Context: an optimization exercise on an open-source flow, tuned for small area. The choices shown serve that exercise and are no tape-out recipe.
Only simulation tests tie the RTL to the original design; equivalence was not proved.
Power figures rest on the tool's default switching activity, not on a simulated workload.

==> flow/design.v <==
package eeprom_cfg_pkg;
    localparam int DEV_W     = 3;
    localparam int BUS_DEV_W = 7;
    localparam logic [BUS_DEV_W-DEV_W-1:0] DEV_PREFIX = '0;
    localparam int ADDR_W = 16;
    localparam int LEN_W  = 8;
    localparam int DATA_W = 8;
    localparam int FIFO_DEPTH = 256;
    typedef logic [DATA_W-1:0] data_t;
    typedef logic [ADDR_W-1:0] addr_t;
    typedef logic [LEN_W-1:0]  len_t;
endpackage
package eeprom_op_pkg;
    typedef enum logic [1:0] {
        OP_WRITE = 2'd1,
        OP_READ  = 2'd2
    } op_type_e;
    typedef enum logic [3:0] {
        ST_IDLE   = 4'd0,    
        ST_REST   = 4'd1,    
        ST_ISSUE  = 4'd2,    
        ST_WAIT   = 4'd3,    
        ST_NEXT   = 4'd4,    
        ST_SET0   = 4'd5,    
        ST_SET1   = 4'd6,
        ST_SET2   = 4'd7,
        ST_SET3   = 4'd8,
        ST_FIRST  = 4'd9,    
        ST_DRAIN  = 4'd10    
    } seq_state_e;
endpackage
`timescale 1ns/100ps
module sync_fifo #(
    parameter int WIDTH = eeprom_cfg_pkg::DATA_W,
    parameter int DEPTH = eeprom_cfg_pkg::FIFO_DEPTH - 1
) (
    input  logic             i_clk,
    input  logic             i_push,
    input  logic [WIDTH-1:0] i_din,
    input  logic [7:0]       i_sel,
    input  logic             i_take,
    output logic [WIDTH-1:0] o_dout
);
    logic [DEPTH*WIDTH-1:0]     mem;
    always_ff @(posedge i_clk)
    begin
        if (i_push)
            mem <= {mem[(DEPTH-1)*WIDTH-1:0], i_din};
    end
    logic [15:0]      lo_hit;
    logic [15:0]      hi_hit;
    logic [WIDTH-1:0] grp [16];
    logic [WIDTH-1:0] pick;
    always_comb
    begin
        for (int i = 0; i < 16; i++)
        begin
            lo_hit[i] = (i_sel[3:0] == 4'(i));
            hi_hit[i] = (i_sel[7:4] == 4'(i));
        end
        for (int g = 0; g < 16; g++)
        begin
            grp[g] = '0;
            for (int i = 0; i < 16; i++)
                if (g*16 + i < DEPTH)
                    grp[g] = grp[g] | ({WIDTH{lo_hit[i]}} & mem[(g*16 + i)*WIDTH +: WIDTH]);
        end
        pick = '0;
        for (int g = 0; g < 16; g++)
            pick = pick | ({WIDTH{hi_hit[g]}} & grp[g]);
    end
    always_ff @(posedge i_clk)
    begin
        if (i_take)
            o_dout <= pick;
    end
endmodule
`timescale 1ns/100ps
module eeprom_op_sequencer (
    input  logic                                i_clk,
    input  logic                                i_rst,
    input  logic [eeprom_cfg_pkg::DEV_W-1:0]     i_req_dev,
    input  eeprom_cfg_pkg::addr_t                i_req_addr,
    input  eeprom_cfg_pkg::len_t                 i_req_len,
    input  logic [1:0]                          i_req_type,
    input  logic                                i_req_valid,
    output logic                                o_req_ready,
    output logic [eeprom_cfg_pkg::BUS_DEV_W-1:0] o_op_dev,
    output eeprom_cfg_pkg::addr_t                o_op_addr,
    output eeprom_cfg_pkg::len_t                 o_op_len,
    output logic [1:0]                          o_op_type,
    output logic                                o_op_valid,
    input  logic                                i_op_ready,
    input  logic                                i_push,
    input  logic                                i_pull,
    output logic [7:0]                          o_cnt,
    output logic                                o_take,
    output logic                                o_sop,
    output logic                                o_eop,
    output logic                                o_valid
);
    eeprom_op_pkg::seq_state_e state;
    eeprom_op_pkg::seq_state_e state_nxt;
    logic [eeprom_cfg_pkg::DEV_W-1:0] dev_q;
    eeprom_cfg_pkg::len_t              len_q;
    logic                              is_read;
    logic                              ready_d;
    logic                              accept;
    logic                              take;
    logic                              ready_rise;
    logic                              drain;
    logic                              cnt_last;
    assign o_req_ready = (state == eeprom_op_pkg::ST_IDLE);
    assign o_op_valid  = (state == eeprom_op_pkg::ST_ISSUE);
    assign o_sop       = (state == eeprom_op_pkg::ST_FIRST);
    assign o_valid     = (state == eeprom_op_pkg::ST_FIRST) || (state == eeprom_op_pkg::ST_DRAIN);
    assign cnt_last    = (o_cnt == 8'hff);
    assign o_eop       = o_valid && cnt_last;
    assign accept     = i_req_valid && o_req_ready;
    assign take       = o_op_valid && i_op_ready;
    assign ready_rise = i_op_ready && !ready_d;
    assign drain      = (state == eeprom_op_pkg::ST_SET3) || (o_valid && !cnt_last);
    assign o_take     = i_pull || drain;
    assign o_op_dev  = {eeprom_cfg_pkg::DEV_PREFIX, dev_q};
    assign o_op_type = is_read ? eeprom_op_pkg::OP_READ : eeprom_op_pkg::OP_WRITE;
    assign o_op_len  = is_read ? eeprom_cfg_pkg::len_t'(1) : len_q;
    always_comb
    begin
        state_nxt = state;
        case (state)
            eeprom_op_pkg::ST_IDLE:
                if (accept)
                    state_nxt = eeprom_op_pkg::ST_ISSUE;
            eeprom_op_pkg::ST_REST:
                state_nxt = eeprom_op_pkg::ST_IDLE;
            eeprom_op_pkg::ST_ISSUE:
                if (take)
                    state_nxt = eeprom_op_pkg::ST_WAIT;
            eeprom_op_pkg::ST_WAIT:
                if (ready_rise)
                begin
                    if (!is_read)
                        state_nxt = eeprom_op_pkg::ST_REST;
                    else if (o_cnt == len_q - 1'b1)
                        state_nxt = eeprom_op_pkg::ST_SET0;
                    else
                        state_nxt = eeprom_op_pkg::ST_NEXT;
                end
            eeprom_op_pkg::ST_NEXT:
                state_nxt = eeprom_op_pkg::ST_ISSUE;
            eeprom_op_pkg::ST_SET0:
                state_nxt = eeprom_op_pkg::ST_SET1;
            eeprom_op_pkg::ST_SET1:
                state_nxt = eeprom_op_pkg::ST_SET2;
            eeprom_op_pkg::ST_SET2:
                state_nxt = eeprom_op_pkg::ST_SET3;
            eeprom_op_pkg::ST_SET3:
                state_nxt = eeprom_op_pkg::ST_FIRST;
            eeprom_op_pkg::ST_FIRST, eeprom_op_pkg::ST_DRAIN:
                state_nxt = cnt_last ? eeprom_op_pkg::ST_REST : eeprom_op_pkg::ST_DRAIN;
            default:
                state_nxt = eeprom_op_pkg::ST_IDLE;
        endcase
    end
    always_ff @(posedge i_clk or posedge i_rst)
    begin
        if (i_rst)
        begin
            state   <= eeprom_op_pkg::ST_IDLE;
            ready_d <= 1'b1;
            o_cnt   <= '1;
        end
        else
        begin
            state   <= state_nxt;
            ready_d <= i_op_ready;
            if (i_push)
                o_cnt <= o_cnt + 1'b1;
            else if (o_take)
                o_cnt <= o_cnt - 1'b1;
        end
    end
    always_ff @(posedge i_clk)
    begin
        if (accept)
        begin
            len_q     <= i_req_len;
            dev_q     <= i_req_dev;
            o_op_addr <= i_req_addr;
            is_read   <= (i_req_type == eeprom_op_pkg::OP_READ);
        end
        else if (state == eeprom_op_pkg::ST_NEXT)
            o_op_addr <= o_op_addr + 1'b1;
    end
endmodule
`timescale 1ns/100ps
module eeprom_ctrl (
    input  logic                                i_clk,
    input  logic                                i_rst,
    output logic [eeprom_cfg_pkg::BUS_DEV_W-1:0] o_operation_device,
    output eeprom_cfg_pkg::addr_t                o_operation_addr,
    output eeprom_cfg_pkg::len_t                 o_operation_len,
    output logic [1:0]                          o_operation_type,
    output logic                                o_operation_valid,
    input  logic                                i_operation_ready,
    output eeprom_cfg_pkg::data_t                o_write_data,
    input  logic                                i_write_req,
    input  eeprom_cfg_pkg::data_t                i_read_data,
    input  logic                                i_read_valid,
    input  logic [eeprom_cfg_pkg::DEV_W-1:0]     i_user_device_addr,
    input  eeprom_cfg_pkg::addr_t                i_user_operate_addr,
    input  eeprom_cfg_pkg::len_t                 i_user_operate_len,
    input  logic [1:0]                          i_user_operate_type,
    input  logic                                i_user_operate_valid,
    output logic                                o_user_operate_ready,
    input  eeprom_cfg_pkg::data_t                i_user_write_data,
    input  logic                                i_user_write_valid,
    output eeprom_cfg_pkg::data_t                o_user_read_data,
    output logic                                o_user_read_sop,
    output logic                                o_user_read_eop,
    output logic                                o_user_read_valid
);
    logic                  push;
    eeprom_cfg_pkg::data_t din;
    eeprom_cfg_pkg::data_t dout;
    logic [7:0]            cnt;
    logic                  take;
    assign push = i_user_write_valid || i_read_valid;
    assign din  = i_read_valid ? i_read_data : i_user_write_data;
    sync_fifo u_store (
        .i_clk  (i_clk),
        .i_push (push),
        .i_din  (din),
        .i_sel  (cnt),
        .i_take (take),
        .o_dout (dout)
    );
    assign o_write_data     = dout;
    assign o_user_read_data = dout;
    eeprom_op_sequencer u_sequencer (
        .i_clk       (i_clk),
        .i_rst       (i_rst),
        .i_req_dev   (i_user_device_addr),
        .i_req_addr  (i_user_operate_addr),
        .i_req_len   (i_user_operate_len),
        .i_req_type  (i_user_operate_type),
        .i_req_valid (i_user_operate_valid),
        .o_req_ready (o_user_operate_ready),
        .o_op_dev    (o_operation_device),
        .o_op_addr   (o_operation_addr),
        .o_op_len    (o_operation_len),
        .o_op_type   (o_operation_type),
        .o_op_valid  (o_operation_valid),
        .i_op_ready  (i_operation_ready),
        .i_push      (push),
        .i_pull      (i_write_req),
        .o_cnt       (cnt),
        .o_take      (take),
        .o_sop       (o_user_read_sop),
        .o_eop       (o_user_read_eop),
        .o_valid     (o_user_read_valid)
    );
endmodule
Settings: LEC_CHECK=0, CAP_MARGIN=20, CORE_MARGIN=2, CORE_UTILIZATION=50, SLEW_MARGIN=20; clock period 5.0 ns.
standard.sh (not shown) runs the stock make flow with config.mk's settings and CLKGATE_MAP_FILE= SYNTH_SCRIPT=/design/flow/synth_recipe.tcl, a recipe that flattens the netlist after the stock synthesis.
==> flow/flow/run.sh <==
#!/bin/bash
# Layout flow: the standard layout, with three changes
#  - synthesis maps the logic with an area-oriented ABC script (flow/area.abc);
#    the Yosys steps, and so the registers and their names, are the standard ones
#  - the port buffers are the smallest buffer
#  - the clock tree uses bigger sink clusters and no dummy loads
# Each make run writes its full output to a log of its own here.
set -euo pipefail
W=$(pwd)
export MY_ABC_SCRIPT="$W/flow/area.abc"
ARGS=(
  "SYNTH_SCRIPT=$W/flow/synth.tcl"
  "BUFFER_PORTS_ARGS=-buffer_cell sky130_fd_sc_hd__buf_1"
  "CTS_ARGS=-sink_clustering_enable -repair_clock_nets -sink_clustering_size 24 -sink_clustering_max_diameter 80 -buf_list sky130_fd_sc_hd__clkbuf_16 -dont_use_dummy_load"
)
bash standard.sh "${ARGS[@]}" synth > "$W/synth.log" 2>&1
bash standard.sh "${ARGS[@]}" finish > "$W/layout.log" 2>&1
test -s "$W/out/final.def"
==> flow/flow/area.abc <==
&get -n
&st
&dch
&nf -R 1000
&put
==> flow/flow/synth.tcl <==
proc synth {args} { yosys synth -nofsm -noshare {*}$args }
proc abc {args} {
  set i [lsearch -exact $args -script]
  if { $i >= 0 } { lset args [expr {$i + 1}] $::env(MY_ABC_SCRIPT) }
  yosys abc {*}$args
}
source $::env(SCRIPTS_DIR)/synth.tcl
# left out here: clear keep_hierarchy, flatten, clean up, hide names made inside functions, write 1_2_yosys.v
==> next run, changes <==
--- a/flow/flow/run.sh
+++ b/flow/flow/run.sh
@@ -14 +14 @@
-  "CTS_ARGS=-sink_clustering_enable -repair_clock_nets -sink_clustering_size 24 -sink_clustering_max_diameter 80 -buf_list sky130_fd_sc_hd__clkbuf_16 -dont_use_dummy_load"
+  "CTS_ARGS=-sink_clustering_enable -repair_clock_nets -sink_clustering_size 27 -sink_clustering_max_diameter 90 -buf_list sky130_fd_sc_hd__clkbuf_16 -dont_use_dummy_load"
- CAP_MARGIN: 20 -> 0
- SLEW_MARGIN: 20 -> 0
After rerunning: Final area goes down slightly; synthesized cell count is unchanged; clock skew drops by 0.027 ns; power decreases slightly; routed wire length decreases slightly; flip-flop and latch count is unchanged.

## re-timing with driven ports
The flow's constraints put no driver on any port. The routed layouts listed below were extracted and timed again, unchanged, in two steps.
Step 1 (the two cells are an assumption about what drives the block):
set clk [get_ports {i_clk}]
set_driving_cell -lib_cell sky130_fd_sc_hd__clkbuf_16 $clk
set_driving_cell -lib_cell sky130_fd_sc_hd__buf_2 [delete_from_list [all_inputs] $clk]
Step 2, shift: input delay + t, output delay - t, t = (earliest + latest rising clock arrival at the registers) / 2. This alone moves slack from input paths to output paths.
a / b / c = ideal ports / drivers / drivers and shift; a / b = the first two.
run	t, ns	setup WS [ns]	worst setup path after step 2	slew at the worst register clock pin (ns)
the first run	0.799	0.655 / 0.655 / 0.655	register to register	0.10 / 0.10
the second run	0.764	0.636 / 0.636 / 0.636	register to register	0.11 / 0.11
After both steps every run listed still meets setup and hold.
